Context: an optimization exercise on an open-source flow, tuned for small area. The choices shown serve that exercise and are no tape-out recipe. In this exercise RTL edits were held to simulation tests only and were not proved equivalent to the original. Power figures rest on the tool's default switching activity, not on a simulated workload.

==> trial 22 <==
// crack_sched
module crack_sched #(
    parameter int NENG = 2
) (
    input  logic                clk,
    input  logic                rst_n,
    input  logic                en,
    output logic                rdy,
    output logic [23:0]         key,
    output logic                key_valid,
    output logic [7:0]          ct_addr,
    input  logic [7:0]          ct_rddata,
    output logic [NENG-1:0]     eng_en,
    input  logic [NENG-1:0]     eng_rdy,
    input  logic [24*NENG-1:0]  eng_key,
    input  logic [NENG-1:0]     eng_key_valid,
    input  logic [8*NENG-1:0]   eng_ct_addr,
    output logic [8*NENG-1:0]   eng_ct_rddata
);
==> module crack_sched_grp, before the edit <==
module crack_sched_grp (
    input  logic [15:0] lo,
    input  logic        hi,
    input  logic [15:0] d,
    output logic        yn
);
    logic [5:0] xn;
    logic [1:0] p;
    for (genvar k = 0; k < 5; k++) begin : g_aoi
        crack_sched_aoi222 u_aoi (
            .a0(d[3*k]),   .b0(lo[3*k]),
            .a1(d[3*k+1]), .b1(lo[3*k+1]),
            .a2(d[3*k+2]), .b2(lo[3*k+2]),
            .y(xn[k])
        );
    end
    crack_sched_nand2 u_last (.a(d[15]), .b(lo[15]), .y(xn[5]));
    crack_sched_nand3 u_p0 (.a(xn[0]), .b(xn[1]), .c(xn[2]), .y(p[0]));
    crack_sched_nand3 u_p1 (.a(xn[3]), .b(xn[4]), .c(xn[5]), .y(p[1]));
    crack_sched_oai21 u_yn (.a0(p[0]), .a1(p[1]), .b(hi), .y(yn));
endmodule
==> module crack_sched_nand2, before the edit <==
module crack_sched_nand2 (
    input  logic a, b,
    output logic y
);
    assign y = ~(a & b);
endmodule
==> module crack_sched_nand3, before the edit <==
module crack_sched_nand3 (
    input  logic a, b, c,
    output logic y
);
    assign y = ~(a & b & c);
endmodule
==> module crack_sched_oai21, before the edit <==
module crack_sched_oai21 (
    input  logic a0, a1, b,
    output logic y
);
    assign y = ~((a0 | a1) & b);
endmodule
==> module crack_sched, before the edit <==
module crack_sched #(
    parameter int NENG = 2
) (
    input  logic                clk,
    input  logic                rst_n,
    input  logic                en,
    output logic                rdy,
    output logic [23:0]         key,
    output logic                key_valid,
    output logic [7:0]          ct_addr,
    input  logic [7:0]          ct_rddata,
    output logic [NENG-1:0]     eng_en,
    input  logic [NENG-1:0]     eng_rdy,
    input  logic [24*NENG-1:0]  eng_key,
    input  logic [NENG-1:0]     eng_key_valid,
    input  logic [8*NENG-1:0]   eng_ct_addr,
    output logic [8*NENG-1:0]   eng_ct_rddata
);
    typedef enum logic [2:0] {
        IDLE   = 3'b000,
        COPY   = 3'b001,
        LAUNCH = 3'b011,
        PULSE  = 3'b010,
        RUN1   = 3'b110,
        RUN    = 3'b111
    } state_t;
    state_t            state_q, state_d;
    logic [7:0]        cnt_q, cnt_d;
    logic [7:0]        len_q;
    logic              last_q, last_d;
    logic [NENG-1:0]   done_q, done_d;
    logic [23:0]       key_q, key_d;
    logic              key_valid_q, key_valid_d;
    logic [255:0][7:0] ring_q;
    logic [7:0]        rd_q [NENG];
    logic              copy, first, second;
    logic [7:0]        len_eff;
    logic [NENG-1:0]   done_now;
    logic [NENG-1:0]   hit;
    logic [23:0]       key_sel;
    always_comb begin
        copy     = (state_q == COPY);
        first    = copy && (cnt_q == 8'd0);
        second   = copy && (cnt_q == 8'd1) && !last_q;
        len_eff  = second ? ct_rddata : len_q;
        done_now = done_q | eng_rdy;
        hit      = done_now & eng_key_valid;
        key_sel  = '0;
        for (int i = NENG - 1; i >= 0; i--) begin
            if (hit[i]) key_sel = eng_key[24*i +: 24];
        end
        state_d     = state_q;
        cnt_d       = cnt_q + 8'd1;
        last_d      = 1'b0;
        done_d      = '0;
        key_d       = key_q;
        key_valid_d = key_valid_q;
        case (state_q)
            IDLE: begin
                if (en) begin
                    state_d = COPY;
                    cnt_d   = 8'd0;
                end
            end
            COPY: begin
                if (last_q || (second && len_eff == 8'd0)) begin
                    state_d = LAUNCH;
                end
                if (!first && !last_q && (cnt_q == len_eff || len_eff == 8'd0)) begin
                    cnt_d = cnt_q;
                end
                last_d = !first && !last_q && (cnt_q == len_eff);
            end
            LAUNCH: begin
                if (&eng_rdy) state_d = PULSE;
            end
            PULSE: begin
                state_d = RUN1;
            end
            RUN1: begin
                state_d = RUN;
            end
            RUN: begin
                done_d      = done_now;
                key_d       = key_sel;
                key_valid_d = |hit;
                if (|hit || &done_now) state_d = IDLE;
            end
            default: state_d = IDLE;
        endcase
    end
    always_ff @(posedge clk) begin
        cnt_q  <= cnt_d;
        len_q  <= len_eff;
        last_q <= last_d;
        done_q <= done_d;
        ring_q <= {ring_q[254:0], copy ? ct_rddata : ring_q[255]};
    end
    generate
        for (genvar g = 0; g < NENG; g++) begin : g_rd_port
            logic [7:0]  pos;
            logic [15:0] lo, hi;
            logic [7:0]  rd;
            assign pos = cnt_q + ~eng_ct_addr[8*g +: 8];
            assign lo  = 16'd1 << pos[3:0];
            assign hi  = 16'd1 << pos[7:4];
            for (genvar b = 0; b < 8; b++) begin : g_bit
                logic [255:0] col;
                for (genvar j = 0; j < 256; j++) begin : g_col
                    assign col[j] = ring_q[j][b];
                end
                crack_sched_col u_col (.lo(lo), .hi(hi), .d(col), .y(rd[b]));
            end
            always_ff @(posedge clk) rd_q[g] <= rd;
            assign eng_ct_rddata[8*g +: 8] = rd_q[g];
        end
    endgenerate
    always_ff @(posedge clk or negedge rst_n) begin
        if (!rst_n) begin
            state_q     <= IDLE;
            key_q       <= '0;
            key_valid_q <= 1'b0;
        end else begin
            state_q     <= state_d;
            key_q       <= key_d;
            key_valid_q <= key_valid_d;
        end
    end
    assign rdy       = (state_q == IDLE);
    assign key       = key_q;
    assign key_valid = key_valid_q;
    assign ct_addr   = cnt_q;
    assign eng_en    = {NENG{state_q == PULSE}};
endmodule
export LEC_CHECK = 0
export CAP_MARGIN = 0
export CORE_MARGIN = 2
export CORE_UTILIZATION = 60
export CTS_BUF_LIST = sky130_fd_sc_hd__clkbuf_4 sky130_fd_sc_hd__clkbuf_8
export CTS_CLUSTER_DIAMETER = 50
export CTS_CLUSTER_SIZE = 16
export PLACE_DENSITY = 0.7
export SLEW_MARGIN = 0
export SYNTH_HIERARCHICAL = 1
export SYNTH_MINIMUM_KEEP_SIZE = 0
create_clock -name core_clock -period 5.0 [get_ports {clk}]
standard.sh (not shown) runs the stock make flow with config.mk's settings and CLKGATE_MAP_FILE= SYNTH_SCRIPT=/design/flow/synth_recipe.tcl, a recipe that flattens the netlist after the stock synthesis.
==> flow/flow/run.sh <==
#!/bin/bash
# The standard layout (standard.sh, unchanged synthesis and steps), with one
# change to clock tree synthesis: the same arguments as config.mk's CTS_*
# settings give, plus -dont_use_dummy_load, so CTS adds no dummy load cells.
# All tool logs stay under orfs/logs; standard.sh's own output goes to
# standard.log in this folder.
set -euo pipefail
export CTS_ARGS="-sink_clustering_enable -repair_clock_nets -dont_use_dummy_load -sink_clustering_size 16 -sink_clustering_max_diameter 50 -buf_list {sky130_fd_sc_hd__clkbuf_4 sky130_fd_sc_hd__clkbuf_8}"
bash standard.sh > standard.log 2>&1
==> inputs of build 36, as changes to trial 22 <==
--- a/flow/design.v
+++ b/flow/design.v
@@ -152,7 +152,6 @@
     output logic        yn
 );
     logic [5:0] xn;
-    logic [1:0] p;
     for (genvar k = 0; k < 5; k++) begin : g_aoi
         crack_sched_aoi222 u_aoi (
             .a0(d[3*k]),   .b0(lo[3*k]),
@@ -161,10 +160,8 @@
             .y(xn[k])
         );
     end
-    crack_sched_nand2 u_last (.a(d[15]), .b(lo[15]), .y(xn[5]));
-    crack_sched_nand3 u_p0 (.a(xn[0]), .b(xn[1]), .c(xn[2]), .y(p[0]));
-    crack_sched_nand3 u_p1 (.a(xn[3]), .b(xn[4]), .c(xn[5]), .y(p[1]));
-    crack_sched_oai21 u_yn (.a0(p[0]), .a1(p[1]), .b(hi), .y(yn));
+    assign xn[5] = ~(d[15] & lo[15]);
+    assign yn = ~(hi & ~&xn);
 endmodule
 module crack_sched_aoi222 (
     input  logic a0, b0, a1, b1, a2, b2,
@@ -172,22 +169,4 @@
 );
     assign y = ~((a0 & b0) | (a1 & b1) | (a2 & b2));
 endmodule
-module crack_sched_nand2 (
-    input  logic a, b,
-    output logic y
-);
-    assign y = ~(a & b);
-endmodule
-module crack_sched_nand3 (
-    input  logic a, b, c,
-    output logic y
-);
-    assign y = ~(a & b & c);
-endmodule
-module crack_sched_oai21 (
-    input  logic a0, a1, b,
-    output logic y
-);
-    assign y = ~((a0 | a1) & b);
-endmodule
 `default_nettype wire
==> flow/run.sh (new file) <==
#!/bin/bash
# synth_recipe.tcl (not shown) runs the flow's synth.tcl, then flattens the netlist and writes it again
# the make line also repeats each setting of config.mk as NAME=value (left out here)
make -C /OpenROAD-flow-scripts/flow DESIGN_CONFIG=/design/flow/config.mk WORK_HOME=/design/flow/orfs CLKGATE_MAP_FILE= SYNTH_SCRIPT=/design/flow/synth_recipe.tcl finish
==> flow/config.mk (replaced) <==
export PLATFORM = sky130hd
export DESIGN_NAME = crack_sched
export DESIGN_NICKNAME = crack_sched
export VERILOG_FILES = /design/flow/design.v
export SDC_FILE = /design/flow/constraint.sdc
export NUM_CORES = 4
export LEC_CHECK = 0
export CAP_MARGIN = 20
export CORE_MARGIN = 2
export CORE_UTILIZATION = 40
export SLEW_MARGIN = 20
export SYNTH_HIERARCHICAL = 1
export SYNTH_MINIMUM_KEEP_SIZE = 0
removed: flow/flow/run.sh
removed: flow/standard.sh
==> inputs of trial 5, as changes to trial 22 <==
--- a/flow/design.v
+++ b/flow/design.v
@@ -27,7 +27,6 @@
     } state_t;
     state_t            state_q, state_d;
     logic [7:0]        cnt_q, cnt_d;
-    logic [7:0]        len_q;
     logic              last_q, last_d;
     logic [NENG-1:0]   done_q, done_d;
     logic [23:0]       key_q, key_d;
@@ -43,7 +42,7 @@
         copy     = (state_q == COPY);
         first    = copy && (cnt_q == 8'd0);
         second   = copy && (cnt_q == 8'd1) && !last_q;
-        len_eff  = second ? ct_rddata : len_q;
+        len_eff  = second ? ct_rddata : key_q[7:0];
         done_now = done_q | eng_rdy;
         hit      = done_now & eng_key_valid;
         key_sel  = '0;
@@ -64,6 +63,7 @@
                 end
             end
             COPY: begin
+                key_d[7:0] = len_eff;
                 if (last_q || (second && len_eff == 8'd0)) begin
                     state_d = LAUNCH;
                 end
@@ -92,7 +92,6 @@
     end
     always_ff @(posedge clk) begin
         cnt_q  <= cnt_d;
-        len_q  <= len_eff;
         last_q <= last_d;
         done_q <= done_d;
         ring_q <= {ring_q[254:0], copy ? ct_rddata : ring_q[255]};
--- a/flow/config.mk
+++ b/flow/config.mk
@@ -7,11 +7,11 @@
 export LEC_CHECK = 0
 export CAP_MARGIN = 0
 export CORE_MARGIN = 2
-export CORE_UTILIZATION = 60
+export CORE_UTILIZATION = 50
 export CTS_BUF_LIST = sky130_fd_sc_hd__clkbuf_4 sky130_fd_sc_hd__clkbuf_8
 export CTS_CLUSTER_DIAMETER = 50
 export CTS_CLUSTER_SIZE = 16
-export PLACE_DENSITY = 0.7
+export PLACE_DENSITY = 0.85
 export SLEW_MARGIN = 0
 export SYNTH_HIERARCHICAL = 1
 export SYNTH_MINIMUM_KEEP_SIZE = 0
==> run notes <==
Master cell of the clock root buffer: trial 22 sky130_fd_sc_hd__clkbuf_8; build 36 sky130_fd_sc_hd__clkbuf_16; trial 5 sky130_fd_sc_hd__clkbuf_8
Total design power: trial 22 41.02 mW; build 36 50.58 mW; trial 5 41.18 mW
Num tapcells: trial 22 1391; build 36 2160; trial 5 1650
Count of filler cells inserted in the layout: trial 22 7760; build 36 13820; trial 5 9669
Status: trial 22 no timing/DRC/antenna violations; build 36 no timing/DRC/antenna violations; trial 5 finished with violations
Layout check failures: trial 22 -; build 36 -; trial 5 max-capacitance violations, max-slew violations
Slowest cell on the critical path: trial 22 sky130_fd_sc_hd__nor3_4; build 36 sky130_fd_sc_hd__edfxtp_1; trial 5 sky130_fd_sc_hd__edfxtp_1
Max Cap Violations: trial 22 0; build 36 0; trial 5 1
Clock slew at reported path FFs: trial 22 100 ps; build 36 60 ps; trial 5 90 ps
Final worst slack: trial 22 853.8 ps; build 36 571.3 ps; trial 5 657.3 ps
Transition time at the pin with the least slew margin: trial 22 1474 ps; build 36 1218 ps; trial 5 1550 ps
Slew Limit Headroom: trial 22 1.717%; build 36 18.62%; trial 5 -3.690%
Post-route standard cell area excluding fillers: trial 22 0.07218 mm^2; build 36 0.08035 mm^2; trial 5 0.07139 mm^2
Number of synthesized register bits: trial 22 2111; build 36 2111; trial 5 2103
Overall via count from detail_route: trial 22 53150; build 36 53710; trial 5 54940
Placed cells: trial 22 6679; build 36 7274; trial 5 6873
Fraction of the mapped netlist area in compound gates: trial 22 23.96%; build 36 28.79%; trial 5 23.46%
Drt initial violations: trial 22 13340; build 36 13230; trial 5 15860
Count of cell instances traversed by the critical path: trial 22 14; build 36 12; trial 5 12
Global-route wire length before repair: trial 22 332100 um; build 36 366000 um; trial 5 332500 um
Number of buffers added by the clock tree synthesis step: trial 22 163; build 36 201; trial 5 157
Synth async-reset ratio: trial 22 1.326%; build 36 1.326%; trial 5 1.331%
Non-clock inverter total of the final layout: trial 22 30; build 36 30; trial 5 27
Fin Clk Skew: trial 22 95.05 ps; build 36 33.16 ps; trial 5 130.4 ps

-- separate check: timing with driven ports --
The flow's constraints put no driver on any port. The routed layouts listed below were extracted and timed again, unchanged, in two steps. Step 1 sets driving cells, clkbuf_16 on the clock port and buf_2 on the other inputs (assumed; they add their load-dependent delay and slew). Step 2 adds t to the input delays and takes it off the output delays; t is the mean of the earliest and latest rising clock arrival at the registers after step 1. Input paths then give back, and output paths get back, about the clock's delay inside the block. a / b / c = ideal ports / drivers / drivers and shift; a / b = the first two.
| run | t, ns | setup WS [ns] | hold WS [ns] | pins driven straight from the clock port |
|---|---|---|---|---|
| trial 22 | 0.925 | 0.854 / 0.899 / -0.026 | 0.311 / 0.311 / 0.311 | 1 |
| build 36 | 0.911 | 0.571 / 0.571 / -0.166 | 0.343 / 0.343 / 0.343 | 1 |
| trial 5 | 0.935 | 0.657 / 0.657 / -0.183 | 0.272 / 0.272 / 0.272 | 1 |
For trial 22, which loses most, drivers alone change the setup slack by +0.045 ns; drivers and shift together by -0.880 ns.
